What follows belongs to an exercise in optimizing a design on an open flow for small area; a production flow would make more cautious choices. Function was checked by simulation only, so behaviour that the tests miss may differ from the original. Power and IR drop assume default switching activity.

Design cluster_centroid_n, start of the top module:
module cluster_centroid_n #(
  parameter int IMG_WIDTH    = 640,
  parameter int IMG_HEIGHT   = 480,
  parameter int NUM_CLUSTERS = 3,
  parameter int COLOR_W      = 12,
  parameter int DIST_THRESH  = 64,
  parameter int MIN_COUNT    = 4,
  localparam int XW = $clog2(IMG_WIDTH),
  localparam int YW = $clog2(IMG_HEIGHT),
  localparam int IW = (NUM_CLUSTERS > 1) ? $clog2(NUM_CLUSTERS) : 1
) (
  input  logic                         clk,
  input  logic                         rst,
  input  logic signed [COLOR_W-1:0]    pixel_r,
  input  logic signed [COLOR_W-1:0]    pixel_g,
  input  logic signed [COLOR_W-1:0]    pixel_b,
  input  logic                         pixel_valid,
  input  logic [XW-1:0]                x,
  input  logic [YW-1:0]                y,
  input  logic                         ref_wr_en,
  input  logic [IW-1:0]                ref_wr_idx,
  input  logic signed [COLOR_W-1:0]    ref_wr_r,
  input  logic signed [COLOR_W-1:0]    ref_wr_g,
  input  logic signed [COLOR_W-1:0]    ref_wr_b,
  output logic [NUM_CLUSTERS*XW-1:0]   centroid_x,
  output logic [NUM_CLUSTERS*YW-1:0]   centroid_y,
  output logic [NUM_CLUSTERS-1:0]      found,
  output logic                         frame_done,
  output logic                         busy,
  output logic                         overrun
);
For scale: roughly 2900 cells after synthesis, ~160 I/O pins, about 30000 µm² of cells after synthesis.
clock: 8.0 ns
lec_check: 0
cap_margin: 20
core_margin: 2
core_utilization: 75
cts_cluster_diameter: 90
cts_cluster_size: 26
gpl_timing_driven: 0
slew_margin: 20
standard.sh (not shown) runs the stock make flow with config.mk's settings and CLKGATE_MAP_FILE= SYNTH_SCRIPT=/design/flow/synth_recipe.tcl, a recipe that flattens the netlist after the stock synthesis.
==> flow/flow/run.sh <==
#!/bin/bash
# The standard synthesis; then two rewrites of the gate netlist that keep
# its function and its registers: each 2:1 multiplexer cell becomes the
# smaller AND-OR cell of the same function (muxopt.py), and each full adder is
# set in the polarity that needs the fewest inverters (polopt.py); then the standard flow's
# standard layout, with the smallest buffer on the ports and power recovery
# (downsizing gates off the critical paths) after global routing.
# Every tool writes its full output to a log file in this folder.
set -euo pipefail
export BUFFER_PORTS_ARGS="-buffer_cell sky130_fd_sc_hd__buf_1"
export RECOVER_POWER=100
R="$PWD/orfs/results/${FLOW_PLATFORM}/cluster_centroid_n/base"
bash standard.sh "$R/1_2_yosys.v" > flow_synth.log 2>&1
cp "$R/1_2_yosys.v" "$R/1_2_yosys.std.v"
python3 flow/muxopt.py "$R/1_2_yosys.std.v" "$R/1_2_yosys.mux.v" > flow_muxopt.log 2>&1
python3 flow/polopt.py "$R/1_2_yosys.mux.v" "$R/1_2_yosys.pol.v" > flow_polopt.log 2>&1
mv "$R/1_2_yosys.pol.v" "$R/1_2_yosys.v"
bash standard.sh > flow_make.log 2>&1
Other scripts of this flow, unchanged in this note and not shown: flow/flow/muxopt.py, flow/flow/polopt.py
Edit:
- CTS_CLUSTER_DIAMETER: 90 -> 100
- CTS_CLUSTER_SIZE: 26 -> 24
=>
- The new run produced a clean layout
- worst hold slack is about the same
- global-route usage rose by 0.16 points
- power is about the same
- core utilization shrinks by 0.18 points
- cell area stays flat
- first-iteration DRC count grows by 5.6%
- via count came out higher by 0.61%
- routed wire length increases by about 0.9%
Edit:
--- a/flow/flow/run.sh
+++ b/flow/flow/run.sh
@@ -4,6 +4,5 @@
 # smaller AND-OR cell of the same function (muxopt.py), and each full adder is
 # set in the polarity that needs the fewest inverters (polopt.py); then the standard flow's
-# standard layout, with the smallest buffer on the ports and power recovery
-# (downsizing gates off the critical paths) after global routing.
+# standard layout, with the smallest buffer on the ports.
 # Every tool writes its full output to a log file in this folder.
 set -euo pipefail
- CORE_UTILIZATION: 75 -> 60
- CTS_CLUSTER_DIAMETER: 100 -> 90
- CTS_CLUSTER_SIZE: 24 -> 26
- PLACE_DENSITY: not set -> 0.8
- SETUP_SLACK_MARGIN: not set -> 0.05
=> Cell area came out higher by 1.1%. Worst setup slack is better by 0.052 ns. Sequential share of layout area came out lower by 0.46 points. Routed wire length came out lower by about 3.2%. Total power came out higher by about 2%. Synthesized cell count is unchanged. Global-route usage came out lower by 8.1 points. Register-to-register slack is better by 0.03 ns.
Edit:
- PLACE_DENSITY: 0.8 -> not set
- SETUP_SLACK_MARGIN: 0.05 -> not set
What happened: Total power is higher by about 1.4%; synthesized area is unchanged; sequential share of layout area barely changes; final area stays flat; core utilization hardly moves; die area stays the same; global-route usage goes up by 0.85 points; cell count stays flat; synthesized cell count stays the same.
Edit:
- CORE_UTILIZATION: 60 -> 70
Effect: Routed wire length increases by 0.37%. Non-clock buffer count decreases by 5. Total power decreases by about 3%. Worst setup slack improves by 0.036 ns. Global-route usage increases by 4.8 points.
Edit:
--- a/flow/flow/run.sh
+++ b/flow/flow/run.sh
@@ -4,5 +4,6 @@
 # smaller AND-OR cell of the same function (muxopt.py), and each full adder is
 # set in the polarity that needs the fewest inverters (polopt.py); then the standard flow's
-# standard layout, with the smallest buffer on the ports.
+# standard layout, with the smallest buffer on the ports and power recovery
+# (downsizing gates off the critical paths) after global routing.
 # Every tool writes its full output to a log file in this folder.
 set -euo pipefail
- GPL_TIMING_DRIVEN: 0 -> 1
What happened: This time the run ran to the end with violations: max-capacitance violations, max-slew violations; die area stays the same; total power rose by 3.8%; non-clock buffer count fell by 51; cell area fell by 0.49%; register-to-register slack gets better by 0.04 ns; setup slack gets better by 0.036 ns; sequential share of layout area rose by 0.18 points.

* * *

job 4588:
cluster_centroid_n again, from the RTL that the note above started with.
Settings: LEC_CHECK=0, CAP_MARGIN=20, CORE_MARGIN=2, CORE_UTILIZATION=60, CTS_CLUSTER_DIAMETER=90, CTS_CLUSTER_SIZE=26, GPL_TIMING_DRIVEN=0, SETUP_SLACK_MARGIN=0.1, SLEW_MARGIN=20; clock period 8.0 ns.
==> flow/flow/run.sh <==
#!/bin/bash
# The standard synthesis; then two rewrites of the gate netlist that keep
# its function and its registers: each 2:1 multiplexer cell becomes the
# smaller AND-OR cell of the same function (muxopt.py), and each full adder is
# set in the polarity that needs the fewest inverters (polopt.py); then the standard flow's
# standard layout, with the smallest buffer on the ports.
# Every tool writes its full output to a log file in this folder.
set -euo pipefail
export BUFFER_PORTS_ARGS="-buffer_cell sky130_fd_sc_hd__buf_1"
R="$PWD/orfs/results/${FLOW_PLATFORM}/cluster_centroid_n/base"
bash standard.sh "$R/1_2_yosys.v" > flow_synth.log 2>&1
cp "$R/1_2_yosys.v" "$R/1_2_yosys.std.v"
python3 flow/muxopt.py "$R/1_2_yosys.std.v" "$R/1_2_yosys.mux.v" > flow_muxopt.log 2>&1
python3 flow/polopt.py "$R/1_2_yosys.mux.v" "$R/1_2_yosys.pol.v" > flow_polopt.log 2>&1
mv "$R/1_2_yosys.pol.v" "$R/1_2_yosys.v"
bash standard.sh > flow_make.log 2>&1
Other scripts of this flow, unchanged in this note and not shown: flow/flow/muxopt.py, flow/flow/polopt.py
Inputs modified between job 4588 and job 1747:
- CORE_UTILIZATION changed from 60 to 70
- SETUP_SLACK_MARGIN removed (was 0.1)
-- flow/flow/run.sh --
<<< job 4588, line 5
# set in the polarity that needs the fewest inverters (polopt.py); then the standard flow's
# standard layout, with the smallest buffer on the ports.
# Every tool writes its full output to a log file in this folder.
>>> job 1747, line 5
# set in the polarity that needs the fewest inverters (polopt.py); then the standard flow's
# standard layout, with the smallest buffer on the ports and power recovery
# (downsizing gates off the critical paths) after global routing.
# Every tool writes its full output to a log file in this folder.
<<< job 4588, line 9
export BUFFER_PORTS_ARGS="-buffer_cell sky130_fd_sc_hd__buf_1"
R="$PWD/orfs/results/${FLOW_PLATFORM}/cluster_centroid_n/base"
>>> job 1747, line 10
export BUFFER_PORTS_ARGS="-buffer_cell sky130_fd_sc_hd__buf_1"
export RECOVER_POWER=100
R="$PWD/orfs/results/${FLOW_PLATFORM}/cluster_centroid_n/base"
==> comparison <==
Of job 1747 and job 4588, the run reporting the higher via count of the first global-routing pass was job 1747. A top metal layer carrying routed signals of met4 is what job 4588 shows, while met5 belongs to job 1747. When the final numbers for job 1747 and job 4588 were put side by side, the proportion of power drawn by flip-flops and latches turned out to be smaller in job 4588. In the tables for job 1747 and job 4588, global-route wire length before repair reads lower with job 4588. Between job 1747 and job 4588, the difference in total area of multi-input combinational cells is negligible.
[inputs] job 2503 vs job 1747
- CORE_UTILIZATION changed from 70 to 80
Findings:
Job 2503 completed; timing, DRC and antenna clean. Taking job 1747 as the reference, in job 2503 routed metal-1 wirelength went down by 2.4%, critical path depth went down by 7, overall die height went down by 6.3%, total number of multi-input combinational cells was more or less identical, synthesized area divided by synthesized cell count was more or less identical.

* * *

Another version of the RTL of cluster_centroid_n (not shown whole).
Size in the first run: ~2,800 cells after synthesis, roughly 160 I/O pins.
## cluster_centroid_n
module cluster_centroid_n #(
  parameter int IMG_WIDTH    = 640,
  parameter int IMG_HEIGHT   = 480,
  parameter int NUM_CLUSTERS = 3,
  parameter int COLOR_W      = 12,
  parameter int DIST_THRESH  = 64,
  parameter int MIN_COUNT    = 4,
  localparam int XW = $clog2(IMG_WIDTH),
  localparam int YW = $clog2(IMG_HEIGHT),
  localparam int IW = (NUM_CLUSTERS > 1) ? $clog2(NUM_CLUSTERS) : 1
) (
  input  logic                         clk,
  input  logic                         rst,
  input  logic signed [COLOR_W-1:0]    pixel_r,
  input  logic signed [COLOR_W-1:0]    pixel_g,
  input  logic signed [COLOR_W-1:0]    pixel_b,
  input  logic                         pixel_valid,
  input  logic [XW-1:0]                x,
  input  logic [YW-1:0]                y,
  input  logic                         ref_wr_en,
  input  logic [IW-1:0]                ref_wr_idx,
  input  logic signed [COLOR_W-1:0]    ref_wr_r,
  input  logic signed [COLOR_W-1:0]    ref_wr_g,
  input  logic signed [COLOR_W-1:0]    ref_wr_b,
  output logic [NUM_CLUSTERS*XW-1:0]   centroid_x,
  output logic [NUM_CLUSTERS*YW-1:0]   centroid_y,
  output logic [NUM_CLUSTERS-1:0]      found,
  output logic                         frame_done,
  output logic                         busy,
  output logic                         overrun
);
Settings: LEC_CHECK=0, CAP_MARGIN=20, CORE_MARGIN=2, CORE_UTILIZATION=60, CTS_CLUSTER_DIAMETER=50, CTS_CLUSTER_SIZE=36, GPL_TIMING_DRIVEN=0, PLACE_DENSITY=0.8, SLEW_MARGIN=20; clock period 8.0 ns.
==> flow/flow/run.sh <==
#!/bin/bash
# The standard layout, with the smallest buffer on the input and output ports.
set -euo pipefail
export BUFFER_PORTS_ARGS="-buffer_cell sky130_fd_sc_hd__buf_1"
bash standard.sh > flow_make.log 2>&1
Change:
CTS_BUF_LIST = sky130_fd_sc_hd__clkbuf_8 sky130_fd_sc_hd__clkbuf_16   (was default)
CTS_CLUSTER_DIAMETER = 90   (was 50)
CTS_CLUSTER_SIZE = 26   (was 36)
PLACE_DENSITY = default   (was 0.8)
After rerunning:
- cell area goes down by a few percent
- power drops by a little under a tenth
- setup slack got worse by 7.5 ps
- clock-buffer cell count goes down by 17
- utilization is lower by 1.6 points
- routed wire length is about the same
Change:
CORE_UTILIZATION = 50   (was 60)
CTS_BUF_LIST = default   (was sky130_fd_sc_hd__clkbuf_8 sky130_fd_sc_hd__clkbuf_16)
The changed run produced a clean layout. Core utilization shrinks by 11 points. Synthesized cell count is unchanged. Non-clock buffer count is higher by 6. First-iteration DRC count came out lower by 8.4%. Clock skew stays flat. Worst hold slack loses 25 ps. Wire length went up by 2.2%.
Change:
==> flow/flow/run.sh (replaced) <==
#!/bin/bash
# The standard layout, with the smallest buffer on the input and output ports
# and the synthesis buffers taken out before placement.
set -euo pipefail
export BUFFER_PORTS_ARGS="-buffer_cell sky130_fd_sc_hd__buf_1"
export REMOVE_ABC_BUFFERS=1
bash standard.sh > flow_make.log 2>&1
CORE_UTILIZATION = 60   (was 50)
- routed wire length went down by 14%
- sequential power stays flat
- power went up by 1.7%
- maximum frequency went down by 0.55%
- synthesized area stays the same
Change:
==> flow/flow/run.sh (replaced) <==
#!/bin/bash
# The standard layout, with the smallest buffer on the input and output ports.
set -euo pipefail
export BUFFER_PORTS_ARGS="-buffer_cell sky130_fd_sc_hd__buf_1"
bash standard.sh > flow_make.log 2>&1
CTS_CLUSTER_DIAMETER = 70   (was 90)
CTS_CLUSTER_SIZE = 28   (was 26)
Area after synthesis is unchanged.
Cell area stays flat.
Setup slack is worse by 52 ps.
Total power climbs by a few percent.
Core utilization stays flat.
Die area does not change.
Count of clock-buffer cells in the layout increases by 4.
Synthesized cell count does not change.
Cell count went up slightly.
Wire length increases by about a fifth.
Via count rises by a few percent.
Change:
CTS_CLUSTER_DIAMETER = 60   (was 70)
CTS_CLUSTER_SIZE = 30   (was 28)
PLACE_DENSITY = 0.8   (was default)
The changed run went through all stages and came out clean.
Global-route usage went down by 0.47 points.
Worst setup slack improves by 110 ps.
Cell area went up slightly.
Routed wire length went down slightly.
Via count went up slightly.
Critical path depth stays the same.
Cell count went up slightly.
Total power went up by a few percent.

* * *

cluster_centroid_n with an RTL version that a note above also has.
Size in the first run: ~2900 cells after synthesis, roughly 160 I/O pins, ~30000 sq um of cells after synthesis.
clock: 8.0 ns
lec_check: 0
cap_margin: 20
core_margin: 2
core_utilization: 70
cts_cluster_diameter: 80
cts_cluster_size: 28
gpl_timing_driven: 0
slew_margin: 20
==> flow/flow/run.sh <==
#!/bin/bash
# The standard synthesis; then two rewrites of the gate netlist that keep
# its function and its registers: each 2:1 multiplexer cell becomes the
# smaller AND-OR cell of the same function (muxopt.py), and each full adder is
# set in the polarity that needs the fewest inverters (polopt.py); then the standard flow's
# standard layout, with the smallest buffer on the ports and power recovery
# (downsizing gates off the critical paths) after global routing.
# Every tool writes its full output to a log file in this folder.
set -euo pipefail
export BUFFER_PORTS_ARGS="-buffer_cell sky130_fd_sc_hd__buf_1"
export RECOVER_POWER=100
R="$PWD/orfs/results/${FLOW_PLATFORM}/cluster_centroid_n/base"
bash standard.sh "$R/1_2_yosys.v" > flow_synth.log 2>&1
cp "$R/1_2_yosys.v" "$R/1_2_yosys.std.v"
python3 flow/muxopt.py "$R/1_2_yosys.std.v" "$R/1_2_yosys.mux.v" > flow_muxopt.log 2>&1
python3 flow/polopt.py "$R/1_2_yosys.mux.v" "$R/1_2_yosys.pol.v" > flow_polopt.log 2>&1
mv "$R/1_2_yosys.pol.v" "$R/1_2_yosys.v"
bash standard.sh > flow_make.log 2>&1
Other scripts of this flow, unchanged in this note and not shown: flow/flow/muxopt.py, flow/flow/polopt.py
The starting point produced a clean layout.
Next try:
--- a/flow/flow/run.sh
+++ b/flow/flow/run.sh
@@ -4,6 +4,5 @@
 # smaller AND-OR cell of the same function (muxopt.py), and each full adder is
 # set in the polarity that needs the fewest inverters (polopt.py); then the standard flow's
-# standard layout, with the smallest buffer on the ports and power recovery
-# (downsizing gates off the critical paths) after global routing.
+# standard layout, with the smallest buffer on the ports.
 # Every tool writes its full output to a log file in this folder.
 set -euo pipefail
CORE_UTILIZATION = 60   (was 70)
CTS_BUF_LIST = sky130_fd_sc_hd__clkbuf_8   (was unset)
CTS_CLUSTER_DIAMETER = 60   (was 80)
CTS_CLUSTER_SIZE = 14   (was 28)
Design area went up by 0.44%. Critical path depth is unchanged. Total power increases by 0.83%. Final cell count increases by 4.1%. Setup slack is worse by 0.041 ns. Clock power stays flat.
Next try:
--- a/flow/flow/run.sh
+++ b/flow/flow/run.sh
@@ -8,5 +8,4 @@
 set -euo pipefail
 export BUFFER_PORTS_ARGS="-buffer_cell sky130_fd_sc_hd__buf_1"
-export RECOVER_POWER=100
 R="$PWD/orfs/results/${FLOW_PLATFORM}/cluster_centroid_n/base"
 bash standard.sh "$R/1_2_yosys.v" > flow_synth.log 2>&1
CTS_BUF_LIST = unset   (was sky130_fd_sc_hd__clkbuf_8)
CTS_CLUSTER_DIAMETER = 90   (was 60)
CTS_CLUSTER_SIZE = 26   (was 14)
Wire length came out lower by 0.84%.
Fmax hardly moves.
Total power goes up by 1.5%.
Final cell count decreases by 0.77%.
Setup slack gets better by 0.013 ns.
Die area stays the same.
Clock power hardly moves.
Area after synthesis is unchanged.
Cell area barely changes.
Combinational power goes up by about 2%.

==> afterwards: timing with drivers on the ports <==
No port has a modelled driver above. Below, the same layouts with a new extraction and two added sets of constraints.
Step 1: set_driving_cell puts a clkbuf_16 on clk and a buf_2 on each other input, an assumption about the parent block.
Step 2 adds t to the input delays and takes it off the output delays; t is the mean of the earliest and latest rising clock arrival at the registers after step 1. Input paths then give back, and output paths get back, about the clock's delay inside the block.
Three values: no drivers, after step 1, after step 2; two values: the first two.
run | t (ns) | setup slack, ns | slew at the worst register clock pin (ns)
the first run of note 1 | 0.660 | 0.207 / 0.222 / -0.429 | 0.11 / 0.11
the second run of note 1 | 0.674 | 0.194 / 0.218 / -0.456 | 0.11 / 0.11
the third run of note 1 | 0.689 | 0.247 / 0.247 / -0.384 | 0.11 / 0.11
the fourth run of note 1 | 0.689 | 0.196 / 0.231 / -0.458 | 0.12 / 0.12
the fifth run of note 1 | 0.681 | 0.232 / 0.232 / -0.417 | 0.11 / 0.11
the sixth run of note 1 | 0.655 | 0.268 / 0.268 / -0.301 | 0.11 / 0.11
job 4588 | 0.703 | 0.296 / 0.335 / -0.368 | 0.11 / 0.11
job 1747 | 0.681 | 0.232 / 0.232 / -0.417 | 0.11 / 0.11
job 2503 | 0.652 | 0.189 / 0.198 / -0.449 | 0.11 / 0.11
the first run of note 3 | 0.689 | 0.268 / 0.304 / -0.385 | 0.10 / 0.10
the second run of note 3 | 0.637 | 0.261 / 0.294 / -0.343 | 0.10 / 0.10
the third run of note 3 | 0.683 | 0.281 / 0.281 / -0.350 | 0.11 / 0.11
the fourth run of note 3 | 0.625 | 0.239 / 0.274 / -0.351 | 0.10 / 0.10
the fifth run of note 3 | 0.657 | 0.187 / 0.220 / -0.437 | 0.11 / 0.11
the sixth run of note 3 | 0.674 | 0.293 / 0.320 / -0.346 | 0.11 / 0.11
the first run of note 4 | 0.684 | 0.231 / 0.239 / -0.426 | 0.11 / 0.11
the second run of note 4 | 0.740 | 0.191 / 0.224 / -0.516 | 0.11 / 0.11
the third run of note 4 | 0.691 | 0.204 / 0.237 / -0.453 | 0.11 / 0.11
The setup slack of the second run of note 4, which loses most, moves by +0.033 ns with the drivers and by -0.707 ns with both steps.
